Context: an optimization exercise on an open-source flow, tuned for small area. The choices shown serve that exercise and are no tape-out recipe.
Only simulation tests tie the RTL to the original design; equivalence was not proved.
No activity file was given, so power comes from the tool's default toggle rates.

==> flow/design.v <==
`default_nettype none
package wvf_pkg;
  localparam int ADC_W = 12;
  localparam int LTC_W = 24;
  localparam int PRE_LEN = 4;
  localparam int POST_LEN_W = 5;
  localparam int LEN_W = 6;
  localparam int WORD_W = 32;
  localparam int BUF_DEPTH = 64;
  localparam int HDR_DEPTH = 12;
endpackage
`default_nettype wire
`default_nettype none
import wvf_pkg::*;
module wvf_acq_top
(
  input  logic                  lclk,
  input  logic                  lclk_rst,
  input  logic [ADC_W-1:0]      i_adc_sample,
  input  logic [ADC_W-1:0]      i_thresh,
  input  logic                  i_trig_en,
  input  logic                  i_sw_trig,
  input  logic [POST_LEN_W-1:0] i_post_len,
  input  logic                  i_rdout_ready,
  output logic                  o_rdout_valid,
  output logic [WORD_W-1:0]     o_rdout_word,
  output logic                  o_rdout_last
);
  localparam int HX_W = 1 + POST_LEN_W + (LTC_W - ADC_W);
  localparam logic [LEN_W-1:0] CAPT_IDLE = LEN_W'(-(PRE_LEN + 1));
  localparam logic [LEN_W-1:0] SAMP_HDR  = LEN_W'(-PRE_LEN);
  logic [LTC_W-1:0] ltc;
  logic [ADC_W-1:0] dly [PRE_LEN+1];
  logic             thresh_hit, trig_fire, trig_accept;
  logic             capt_busy, wr_en;
  logic [LEN_W-1:0] capt_cnt;
  logic             store_en;
  logic [ADC_W-1:0] store_lo;
  always_ff @(posedge lclk) begin
    if (lclk_rst) ltc <= '0;
    else          ltc <= ltc + 1'b1;
  end
  logic hist_v1, hist_v5;    
  always_ff @(posedge lclk) begin
    dly[0] <= i_adc_sample;
    for (int i = 1; i <= PRE_LEN; i++) dly[i] <= dly[i-1];
  end
  always_ff @(posedge lclk) begin
    if (lclk_rst) begin
      hist_v1 <= 1'b0;
      hist_v5 <= 1'b0;
    end else begin
      hist_v1 <= 1'b1;
      if (ltc[2]) hist_v5 <= 1'b1;
    end
  end
  logic [6:0] pcnt;     
  logic       ret;      
  logic       pop;
  assign wr_en     = (capt_cnt != CAPT_IDLE);
  assign capt_busy = wr_en && (capt_cnt != CAPT_IDLE + 1'b1);
  assign thresh_hit = i_trig_en && (i_adc_sample >= i_thresh) &&
                      (hist_v1 ? (dly[0] < i_thresh) : (i_thresh != 0));
  assign trig_fire  = thresh_hit || i_sw_trig;
  assign trig_accept = trig_fire && !wr_en &&
                       ({1'b0, pcnt} + 8'(ret) + 8'(i_post_len) <= 8'(BUF_DEPTH - PRE_LEN - 1));
  always_ff @(posedge lclk) begin
    if (lclk_rst)         capt_cnt <= CAPT_IDLE;
    else if (wr_en)       capt_cnt <= capt_cnt - 1'b1;
    else if (trig_accept) capt_cnt <= LEN_W'(i_post_len);
  end
  assign store_en = capt_busy || trig_accept;
  assign store_lo = capt_busy ? (hist_v5 ? dly[PRE_LEN] : '0) : ltc[ADC_W-1:0];
  logic [ADC_W-1:0] mem [BUF_DEPTH];
  logic [HX_W-1:0]  hmem [HDR_DEPTH];
  logic [3:0]       hcnt;
  always_ff @(posedge lclk) begin
    if (store_en) begin
      mem[0] <= store_lo;
      for (int i = 1; i < BUF_DEPTH; i++) mem[i] <= mem[i-1];
    end
  end
  always_ff @(posedge lclk) begin
    if (trig_accept) begin
      hmem[0] <= {i_sw_trig, i_post_len, ltc[LTC_W-1:ADC_W]};
      for (int i = 1; i < HDR_DEPTH; i++) hmem[i] <= hmem[i-1];
    end
  end
  logic [ADC_W-1:0] head_lo;
  logic [HX_W-1:0]  head_hx;
  always_comb begin
    head_lo = '0;
    for (int i = 0; i < BUF_DEPTH; i++)
      if (pcnt == 7'(i + 1)) head_lo = head_lo | mem[i];
    head_hx = '0;
    for (int i = 0; i < HDR_DEPTH; i++)
      if (hcnt == 4'(i + 1)) head_hx = head_hx | hmem[i];
  end
  logic             out_valid;
  logic [ADC_W-1:0] out_lo;
  logic [HX_W:0]    out_hx;      
  logic [LEN_W-1:0] samp_cnt;
  logic             is_hdr, hdr_pop;
  logic [LEN_W-1:0] head_n;
  assign is_hdr  = (samp_cnt == SAMP_HDR);
  assign pop     = (pcnt > 7'(wr_en)) && (!out_valid || i_rdout_ready);
  assign hdr_pop = pop && is_hdr;
  assign head_n  = LEN_W'(PRE_LEN) + LEN_W'(head_hx[HX_W-2 -: POST_LEN_W]);
  always_ff @(posedge lclk) begin
    if (lclk_rst) begin
      pcnt <= '0;
      hcnt <= '0;
      ret  <= 1'b0;
    end else begin
      pcnt <= pcnt + 7'(store_en) - 7'(pop);
      hcnt <= hcnt + 4'(trig_accept) - 4'(hdr_pop);
      ret  <= pop;
    end
  end
  always_ff @(posedge lclk) begin
    if (lclk_rst) begin
      out_valid <= 1'b0;
      samp_cnt  <= SAMP_HDR;
    end else if (pop) begin
      out_valid <= 1'b1;
      if (is_hdr) samp_cnt <= LEN_W'(head_hx[HX_W-2 -: POST_LEN_W]);
      else        samp_cnt <= samp_cnt - 1'b1;
    end else if (i_rdout_ready) begin
      out_valid <= 1'b0;
    end
  end
  always_ff @(posedge lclk) begin
    if (pop) begin
      out_lo <= head_lo;
      out_hx <= is_hdr ? {head_hx[HX_W-1], head_n, head_hx[LTC_W-ADC_W-1:0]} : '0;
    end
  end
  assign o_rdout_valid = out_valid;
  assign o_rdout_word  = {(|out_hx[LTC_W-ADC_W+LEN_W-1 -: LEN_W-2]), out_hx, out_lo};
  assign o_rdout_last  = is_hdr;
endmodule
`default_nettype wire
==> flow/config.mk <==
export PLATFORM = sky130hd
export DESIGN_NAME = wvf_acq_top
export DESIGN_NICKNAME = wvf_acq_top
export VERILOG_FILES = /design/flow/design.v
export SDC_FILE = /design/flow/constraint.sdc
export NUM_CORES = 4
export LEC_CHECK = 0
export CAP_MARGIN = 20
export CORE_MARGIN = 2
export CORE_UTILIZATION = 65
export PLACE_DENSITY = 0.75
export SLEW_MARGIN = 20
==> flow/constraint.sdc <==
create_clock -name core_clock -period 8.0 [get_ports {lclk}]
set_input_delay 1.6000 -clock core_clock [delete_from_list [all_inputs] [get_ports {lclk}]]
set_output_delay 1.6000 -clock core_clock [all_outputs]
set_load 0.01 [all_outputs]
standard.sh (not shown) runs the stock make flow with config.mk's settings and CLKGATE_MAP_FILE= SYNTH_SCRIPT=/design/flow/synth_recipe.tcl, a recipe that flattens the netlist after the stock synthesis.
==> flow/flow/run.sh <==
#!/bin/bash
# Own layout flow: the standard flow, with three changes.
#  1. After the standard synthesis, the combinational logic (every cell but
#     the flip-flops and tie cells) is mapped again by ABC with an area-
#     oriented script (flow/remap.abc). Registers keep their instances,
#     names and cell types; only the logic between them is rebuilt.
#  2. The clock tree uses clkbuf_8 buffers in clusters of up to 18 sinks,
#     without CTS's dummy balancing loads.
#  3. Ports are buffered with buf_1 instead of the default buffer cell.
# Each tool's full output goes to a log file of its own in this folder.
set -euo pipefail
W=$PWD
F=$W/flow
R=$W/orfs/results/$FLOW_PLATFORM/wvf_acq_top/base
LIB=$FLOW_HOME/platforms/$FLOW_PLATFORM/lib/sky130_fd_sc_hd__tt_025C_1v80.lib
YOSYS=$FLOW_HOME/../tools/install/yosys/bin/yosys
command -v yosys >/dev/null 2>&1 && YOSYS=$(command -v yosys)

# 1. standard synthesis, unchanged
bash standard.sh synth > $W/flow_1_synth.log 2>&1
cp $R/1_2_yosys.v $W/synth_standard.v

# re-map the combinational logic
$YOSYS -p "
read_liberty -ignore_miss_func $LIB
blackbox sky130_fd_sc_hd__*df* sky130_fd_sc_hd__conb_1
read_verilog $W/synth_standard.v
hierarchy -top $FLOW_TOP
tee -q -o $W/remap_stat_before.txt stat -liberty $LIB
flatten
rename -hide w:*.*
opt_clean -purge
abc -script $F/remap.abc -liberty $LIB -dont_use *probe* -dont_use *lpflow* -D $(awk "BEGIN{print $FLOW_PERIOD_NS*1000}")
opt_clean -purge
hilomap -singleton -hicell sky130_fd_sc_hd__conb_1 HI -locell sky130_fd_sc_hd__conb_1 LO
tee -q -o $W/remap_stat_after.txt stat -liberty $LIB
write_verilog -noattr -nohex -nodec $W/synth_remap.v
" > $W/flow_1_remap_yosys.log 2>&1

# the re-mapped netlist, read against the library's cells, must be fully mapped
$YOSYS -p "
read_liberty -lib $LIB
read_verilog $W/synth_remap.v
hierarchy -check -top $FLOW_TOP
check -assert -mapped
tee -q -o $W/remap_stat_check.txt stat -liberty $LIB
" > $W/flow_1_remap_check.log 2>&1

# the flip-flops must be the same instances in the same cells
grep -E '^\s*sky130_fd_sc_hd__\S*df\S* ' $W/synth_standard.v | sort > $W/ff_before.txt
grep -E '^\s*sky130_fd_sc_hd__\S*df\S* ' $W/synth_remap.v | sort > $W/ff_after.txt
cmp $W/ff_before.txt $W/ff_after.txt

cp $W/synth_remap.v $R/1_2_yosys.v
touch $R/1_2_yosys.v
rm -f $R/1_synth.odb

# 2, 3: the rest of the standard flow
export CTS_ARGS="-sink_clustering_enable -repair_clock_nets -dont_use_dummy_load -buf_list sky130_fd_sc_hd__clkbuf_8 -sink_clustering_size 18 -sink_clustering_max_diameter 60"
export BUFFER_PORTS_ARGS="-buffer_cell sky130_fd_sc_hd__buf_1"
bash standard.sh finish > $W/flow_2_layout.log 2>&1
Other scripts of this flow, unchanged in this note and not shown: flow/flow/remap.abc
Edit:
--- a/flow/flow/run.sh
+++ b/flow/flow/run.sh
@@ -9,2 +9,4 @@
 #  3. Ports are buffered with buf_1 instead of the default buffer cell.
+#  4. After global routing, cells on paths with slack are downsized
+#     (RECOVER_POWER).
 # Each tool's full output goes to a log file of its own in this folder.
@@ -60,2 +62,3 @@
 export BUFFER_PORTS_ARGS="-buffer_cell sky130_fd_sc_hd__buf_1"
+export RECOVER_POWER=100
 bash standard.sh finish > $W/flow_2_layout.log 2>&1
The changed run reached the layout checks and failed them: capacitance limit, slew limit.
Design area falls slightly.
First-iteration DRC count came out lower by a few percent.
Via count is about the same.
Worst setup slack degrades by 1.4 ns.
Final cell count does not change.
Die area is unchanged.
Routed wire length hardly moves.
Non-clock buffer count does not change.
Power hardly moves.
Edit:
--- a/flow/flow/run.sh
+++ b/flow/flow/run.sh
@@ -6,7 +6,5 @@
 #     names and cell types; only the logic between them is rebuilt.
-#  2. The clock tree uses clkbuf_8 buffers in clusters of up to 18 sinks,
+#  2. The clock tree uses clkbuf_8 buffers in clusters of up to 16 sinks,
 #     without CTS's dummy balancing loads.
-#  3. Ports are buffered with buf_1 instead of the default buffer cell.
-#  4. After global routing, cells on paths with slack are downsized
-#     (RECOVER_POWER).
+#  3. Ports are buffered with buf_2 instead of the default buffer cell.
 # Each tool's full output goes to a log file of its own in this folder.
@@ -60,5 +58,4 @@
 # 2, 3: the rest of the standard flow
-export CTS_ARGS="-sink_clustering_enable -repair_clock_nets -dont_use_dummy_load -buf_list sky130_fd_sc_hd__clkbuf_8 -sink_clustering_size 18 -sink_clustering_max_diameter 60"
-export BUFFER_PORTS_ARGS="-buffer_cell sky130_fd_sc_hd__buf_1"
-export RECOVER_POWER=100
+export CTS_ARGS="-sink_clustering_enable -repair_clock_nets -dont_use_dummy_load -buf_list sky130_fd_sc_hd__clkbuf_8 -sink_clustering_size 16 -sink_clustering_max_diameter 60"
+export BUFFER_PORTS_ARGS="-buffer_cell sky130_fd_sc_hd__buf_2"
 bash standard.sh finish > $W/flow_2_layout.log 2>&1
Result: Now the flow completed with no timing, DRC or antenna violations; hold slack gets better by 0.015 ns; design area grows by 0.73%; total power goes up by 0.54%; cell count grows by 0.31%; global-route usage barely changes; die area is unchanged; worst setup slack gets better by 1.4 ns; synthesized area does not change; wire length barely changes.

static timing again, ports no longer ideal:
No port has a modelled driver above. Below, the same layouts with a new extraction and two added sets of constraints.
Step 1, drivers: a clkbuf_16 drives lclk and a buf_2 each remaining input, both assumed.
Step 2 times the ports against the registers' clock, not the clock port: input delays grow and output delays shrink by t, the midpoint of the rising clock arrivals with the driver on.
Slacks: ideal ports / drivers / drivers and shift; pairs: ideal ports / drivers.
run | t (ns) | setup WS [ns] | hold WS [ns] | pins driven straight from the clock port
the first run | 0.753 | 3.170 / 3.205 / 2.452 | 0.317 / 0.317 / 0.317 | 1
the second run | 0.750 | 1.781 / 1.815 / 1.065 | 0.316 / 0.316 / 0.316 | 1
the third run | 0.762 | 3.228 / 3.261 / 2.500 | 0.331 / 0.331 / 0.331 | 1
For the third run, which loses most, drivers alone change the setup slack by +0.033 ns; drivers and shift together by -0.728 ns.
